Background: an optimization exercise with open tools, aiming at small area. Do not read the settings as production practice.
The RTL was checked by simulation tests, not by an equivalence proof against the original design.
Power is estimated from default activity; no workload was simulated.

### flow/config.mk
export PLATFORM = sky130hd
export DESIGN_NAME = param_register_file
export DESIGN_NICKNAME = param_register_file
export VERILOG_FILES = /design/flow/design.v
export SDC_FILE = /design/flow/constraint.sdc
export NUM_CORES = 4
export LEC_CHECK = 0
export CAP_MARGIN = 20
export CORE_MARGIN = 2
export CORE_UTILIZATION = 65
export SLEW_MARGIN = 20
export SYNTH_HIERARCHICAL = 1
### flow/constraint.sdc
create_clock -name core_clock -period 6.0 [get_ports {clk}]
set_input_delay 1.2000 -clock core_clock [delete_from_list [all_inputs] [get_ports {clk}]]
set_output_delay 1.2000 -clock core_clock [all_outputs]
set_load 0.01 [all_outputs]
### flow/design.v
module rf_aoi222 (
    input  logic a0, b0, a1, b1, a2, b2,
    output logic y
);
    assign y = ~((a0 & b0) | (a1 & b1) | (a2 & b2));
endmodule
module rf_aoi21 (
    input  logic a0, b0, c,
    output logic y
);
    assign y = ~((a0 & b0) | c);
endmodule
module rf_nand2 (
    input  logic a, b,
    output logic y
);
    assign y = ~(a & b);
endmodule
module rf_nand4 (
    input  logic a, b, c, d,
    output logic y
);
    assign y = ~(a & b & c & d);
endmodule
module rf_nand3 (
    input  logic a, b, c,
    output logic y
);
    assign y = ~(a & b & c);
endmodule
module rf_or3 (
    input  logic a, b, c,
    output logic y
);
    assign y = a | b | c;
endmodule
module rf_rdbit #(
    parameter bit USE_RST = 1'b0
) (
    input  logic [31:1] sel,
    input  logic [31:1] d,
    input  logic        rst,
    output logic        y
);
    logic [10:0] n;
    logic [2:0]  p;
    for (genvar k = 0; k < 10; k++) begin : g_grp
        rf_aoi222 u_g (
            .a0(sel[3*k+1]), .b0(d[3*k+1]),
            .a1(sel[3*k+2]), .b1(d[3*k+2]),
            .a2(sel[3*k+3]), .b2(d[3*k+3]),
            .y (n[k])
        );
    end
    if (USE_RST) begin : g_rst
        rf_aoi21 u_l (.a0(sel[31]), .b0(d[31]), .c(rst), .y(n[10]));
    end else begin : g_norst
        rf_nand2 u_l (.a(sel[31]), .b(d[31]), .y(n[10]));
    end
    rf_nand4 u_p0 (.a(n[0]), .b(n[1]), .c(n[2]),  .d(n[3]), .y(p[0]));
    rf_nand4 u_p1 (.a(n[4]), .b(n[5]), .c(n[6]),  .d(n[7]), .y(p[1]));
    rf_nand3 u_p2 (.a(n[8]), .b(n[9]), .c(n[10]),           .y(p[2]));
    rf_or3   u_o  (.a(p[0]), .b(p[1]), .c(p[2]), .y(y));
endmodule
module param_register_file #(
    parameter int XLEN      = 32,
    parameter int NUM_REGS  = 32,
    localparam int AW       = $clog2(NUM_REGS),
    parameter     SP_INIT   = 32'h2ffc,
    parameter int HALT_REG  = 17,
    parameter     HALT_CODE = 10
) (
    input  logic            clk,
    input  logic            reset_n,
    input  logic [AW-1:0]   rs1,
    input  logic [AW-1:0]   rs2,
    output logic [XLEN-1:0] rs1_dout,
    output logic [XLEN-1:0] rs2_dout,
    output logic            rs1_busy,
    output logic            rs2_busy,
    input  logic [AW-1:0]   rd,
    input  logic [XLEN-1:0] rd_din,
    input  logic            write_enable,
    input  logic            mark_valid,
    input  logic [AW-1:0]   mark_rd,
    input  logic            ecall,
    output logic            is_halted
);
    localparam logic [XLEN-1:0] SP_VAL   = XLEN'(SP_INIT);
    localparam logic [XLEN-1:0] HALT_VAL = XLEN'(HALT_CODE);
    logic [XLEN-1:0]     regs [NUM_REGS];    
    logic [NUM_REGS-1:1] wrtn;               
    logic [NUM_REGS-1:1] busy;
    logic                halted;
    logic                wr_ok;
    logic                mk_ok;
    logic [NUM_REGS-1:1] wsel;
    logic [NUM_REGS-1:1] msel;
    assign wr_ok     = write_enable && !halted;
    assign mk_ok     = mark_valid && !halted;
    assign is_halted = halted;
    always_comb begin
        for (int i = 1; i < NUM_REGS; i++) begin
            wsel[i] = wr_ok && (rd == AW'(i));
            msel[i] = mk_ok && (mark_rd == AW'(i));
        end
    end
    logic halt_hit;
    assign halt_hit = wrtn[HALT_REG] && (regs[HALT_REG] == HALT_VAL);
    always_ff @(posedge clk) begin
        for (int i = 1; i < NUM_REGS; i++) begin
            if (wsel[i]) regs[i] <= rd_din;
        end
    end
    always_ff @(posedge clk) begin
        if (!reset_n) begin
            wrtn   <= '0;
            busy   <= '0;
            halted <= 1'b0;
        end else begin
            for (int i = 1; i < NUM_REGS; i++) begin
                if (wsel[i]) wrtn[i] <= 1'b1;
                if (msel[i]) busy[i] <= 1'b1;
                else if (wsel[i]) busy[i] <= 1'b0;
            end
            if (ecall && !halted && halt_hit) begin
                halted <= 1'b1;
            end
        end
    end
    logic [NUM_REGS-1:1] s1, s2;
    logic                s1_rst, s2_rst;
    always_comb begin
        for (int i = 1; i < NUM_REGS; i++) begin
            s1[i] = (rs1 == AW'(i)) && wrtn[i];
            s2[i] = (rs2 == AW'(i)) && wrtn[i];
        end
        s1_rst = (rs1 == AW'(2)) && !wrtn[2];
        s2_rst = (rs2 == AW'(2)) && !wrtn[2];
    end
    logic [NUM_REGS-1:1] col [XLEN];
    always_comb begin
        for (int b = 0; b < XLEN; b++) begin
            for (int i = 1; i < NUM_REGS; i++) begin
                col[b][i] = regs[i][b];
            end
        end
    end
    for (genvar b = 0; b < XLEN; b++) begin : g_rd
        rf_rdbit #(.USE_RST(SP_VAL[b])) u_r1 (.sel(s1), .d(col[b]), .rst(s1_rst), .y(rs1_dout[b]));
        rf_rdbit #(.USE_RST(SP_VAL[b])) u_r2 (.sel(s2), .d(col[b]), .rst(s2_rst), .y(rs2_dout[b]));
    end
    always_comb begin
        rs1_busy = (rs1 != '0) && busy[rs1];
        rs2_busy = (rs2 != '0) && busy[rs2];
    end
endmodule
### flow/run.sh
#!/bin/bash
# synth_recipe.tcl (not shown) runs the flow's synth.tcl, then flattens the netlist and writes it again
# the make line also repeats each setting of config.mk as NAME=value (left out here)
make -C /OpenROAD-flow-scripts/flow DESIGN_CONFIG=/design/flow/config.mk WORK_HOME=/design/flow/orfs CLKGATE_MAP_FILE= SYNTH_SCRIPT=/design/flow/synth_recipe.tcl finish
==> summary.md <==
| Metric | Value |
|---|---|
| CTS Buf Count | `102` |
| Slew @ Worst Pin | `1.161 ns` |
| Global route overflow | `0` |
| Final hold vios | `0` |
| Antenna-violating nets left | `0` |
| Crit path DAT | `4.72 ns` |
| Routability Congestion | `0.9384` |
| Clock skew | `0.01308 ns` |
| Root buf cell | `clkbuf_16` |
| Gate count after technology mapping | `2427` |
| Final setup vio count | `0` |
| Die ar. | `~67000 µm²` |
| Largest stage delay, worst path | `0.60 ns` |
| Largest net degree at the start of global routing | `64` |
| Clock Path Buffers | `3` |
| Ys flop type | `edfxtp_1` |
| Initial antenna violation count | `2` |
| Synth Cell Area | `roughly 42000 µm²` |
| Most common cell in the netlist | `edfxtp_1` |
| Routed wire length | `~150000 µm` |
| Status | `timing/DRC/antenna clean` |
| # port buffers | `123` |
| Area Growth Syn to Fin | `16.43%` |
| Chip height | `258.5 µm` |
| Commonest cells in the netlist | `992 x edfxtp_1, 640 x a222oi_1, 131 x nand4_1` |
| Most numerous cell on the critical path | `clkdlybuf4s50_1` |
| Core Area | `around 64000 µm²` |
| Min Tclk post-route | `5.920 ns` |
| Syn nets | `2494` |
| Worst EP required | `approximately 4.8 ns` |
| Area contributors post-synth | `edfxtp_1 71%, a222oi_1 15%, dfxtp_1 3.0%` |
| Initial Util | `65.54%` |
| Total track usage | `42.87%` |
| H-Tree Depth | `3` |
| Reg clk slew, reported paths | `0.06 ns` |
| Initial DRC Count | `around 8300` |
| Asr flop ratio synth | `0%` |
| Worst rel slew slack | `22.34%` |
| Final nets | `2814` |
| First drt pass iteration count | `14` |
| Max_cap viols | `0` |
| Crit end category | `primary output` |
| DRC violations left | `0` |
| Final core occ | `roughly three quarters` |
| DP Worst Slack | `~0.14 ns` |
| Vias/cell | `8.549` |
| Avg Cell Area, Syn | `17.34 µm²` |
| First-pass GRT wire length | `204700 µm` |
| Unrepaired setup endpoints after global routing | `no` |
| Yosys cell types | `55` |
| PwrDens | `a little over 300 nW/µm²` |
| Share of cells above drive strength 1 | `13.18%` |
| Placed wire-length estimate | `between 80000 and 90000 µm` |
| Setup ws final | `0.08036 ns` |
| Top achievable clock speed | `0.1689 GHz` |
| CTS tree | `yes` |
| Crit start category | `primary input` |
| Die width | `approximately 260 µm` |
| Slowest-stage cell, CP | `clkdlybuf4s50_1` |
| Final Cycle Share | `between 90 and 100%` |
| I/O Pins | `124` |
| VDD IR max | `~250 µV` |
| WS Path Type | `primary input to primary output` |
| Post-synth top area share | `approximately 70%` |
| Total power | `14.84 mW` |
| CP Max Fanout | `32` |
| Fin. max-slew vios | `0` |
| Number of core rows | `93` |
| Number of flops mapped to enable cells by yosys | `992` |
| DR WL/cell | `39.44 µm` |
| Yosys synthesis warning count | `11` |
| CTS sink count | `1055` |
| Worst path cell trace | `clkdlybuf4s50_1 > inv_1 > ha_1 > nor2b_1 > and3_1 > buf_4 > a222oi_1 > nand4_1 > or3_1 > clkdlybuf4s50_1` |
| Worst hold path type | `flip-flop to flip-flop` |
| Clk Latency, worst-skew pair | `0.67 ns` |
| Vias in the first global route | `30400` |
| Leak pwr | `15.75 nW` |
| Area leader, netlist | `edfxtp_1` |
| Final setup TNS | `0 ns` |
| Vias after detailed routing | `31520` |
| Yosys reg bits | `approximately 1100` |
| Sequential fraction of the synthesis area | `73.76%` |
## flip-flops by register name, indices dropped and copies added, names as in the netlist
register and flops:
busy 31, halted 1, wrtn 31, regs 992
## placed cells by master (no fill, tap or decap), types with 23 or more instances in the layout
cell and n:
dfxtp_1 63, o21a_1 32, nand3_1 67, buf_4 83, nor2_1 23, edfxtp_1 992, clkdlybuf4s50_1 102, clkbuf_16 102
buf_12 38, nand2_1 90, and3_1 61, a21boi_1 31, nor2_4 31, a222oi_1 640, o21ai_0 33, nand4_1 131
or3_1 65
## cells by family after synthesis
family	synth area share, %
buffers and inverters	0.4012
DFF	73.76
adders and majority gates	0.2972
xor gates and xnor gates	0.2140
and+or+nand+nor	6.842
muxes	0.9690
AOI/OAI and AO/OA	17.52
## worst max-delay path: cells and delay by family
family,cells,cell delay [ns]
buffers and inverters,4,1.50
AOI/OAI and AO/OA,1,0.35
and+or+nand+nor,4,1.41
adders and majority gates,1,0.23
## worst paths after layout
check                      end  startpoint  cells past startpoint  slack [ns]
setup / recovery  rs1_dout[31]      rs1[0]                     10        0.08
hold / removal        wrtn[27]    wrtn[27]                      1        0.48
setup reg to reg  regs[19][22]      halted                      4        3.04
hold reg to reg       wrtn[27]    wrtn[27]                      1        0.48
## per-layer routing
layer	share of wire (%)	up-vias	GRT usage (%)	wire [µm]
met3	18	615	10.37	25780
met5	0.0048	-	0	7
li1	-	12280	-	-
met2	44	3450	64.20	63970
met1	31	15170	57.36	44630
met4	7.6	2	26.88	11030
## Yosys stat by module (local to each module, per instance), a selection
module               cells  flip-flops and latches  area (µm²)
param_register_file   1467                    1055       33820
rf_aoi222                1                       0       10.01
rf_aoi21                 1                       0       8.758
rf_nand4                 1                       0       6.256
rf_or3                   1                       0       6.256
rf_nand3                 1                       0       5.005
rf_nand2                 1                       0       3.754
## stage by stage
step                      area [µm²]  instances  hold slack, ns
after CTS                      49060       3684          0.4775
after global routing           49010       3686          0.4982
after global placement         45810       3496          0.4544
final                          49010       3687          0.4770
after floorplan                42100       2427          0.4462
after detailed placement       45810       3496          0.4627
## area by class of cell
type                            instances  area, µm²
Antenna cell                            1      2.502
Clock buffer                          126       2703
Clock inverter                         62      549.3
Fill cell                            3793      15220
Inverter                                5      18.77
Multi-Input combinational cell       1340      11110
Sequential cell                      1055      31050
Tap cell                              855       1070
Timing Repair Buffer                  243       2505
## what timing repair did
item / 4_1_cts / 5_1_grt
hold buffers: 0 / 0
buffers inserted: 0 / 0
gates resized for setup: 0 / 1
endpoints found under the setup margin: 0 / 1
endpoints found under the hold margin: 0 / 0
## report_power, final
group | total (mW) | switching [mW] | internal (mW)
logic | 0.376 | 0.276 | 0.0998
registers | 8.18 | 0.0451 | 8.14
clock network | 6.28 | 2.76 | 3.52
total | 14.8 | 3.08 | 11.8

## separate check: timing with driven ports
The results above use ideal ports. As a check the final layout listed here was re-extracted and re-timed, cells and wires unchanged. Step 1 assumes that a clkbuf_16 drives the clock port and a buf_2 every other input. Step 2 moves the port delays by t, midway between the first and last clock arrival at a register: inputs arrive t later, outputs are due t later. That takes back most of the time a late clock gives input paths. Slacks: no drivers / after step 1 / after step 2; pairs: no drivers / after step 1.
t, ns: 0.730
setup WS [ns]: 0.080 / 0.054 / 0.054
hold slack, ns: 0.477 / 0.477 / 0.477
slew at the worst register clock pin (ns): 0.07 / 0.07
worst slew at a driven data input, ns: 0.05
After both steps setup and hold are still met in this run. For this run, drivers alone change the setup slack by -0.026 ns; drivers and shift together by -0.026 ns.
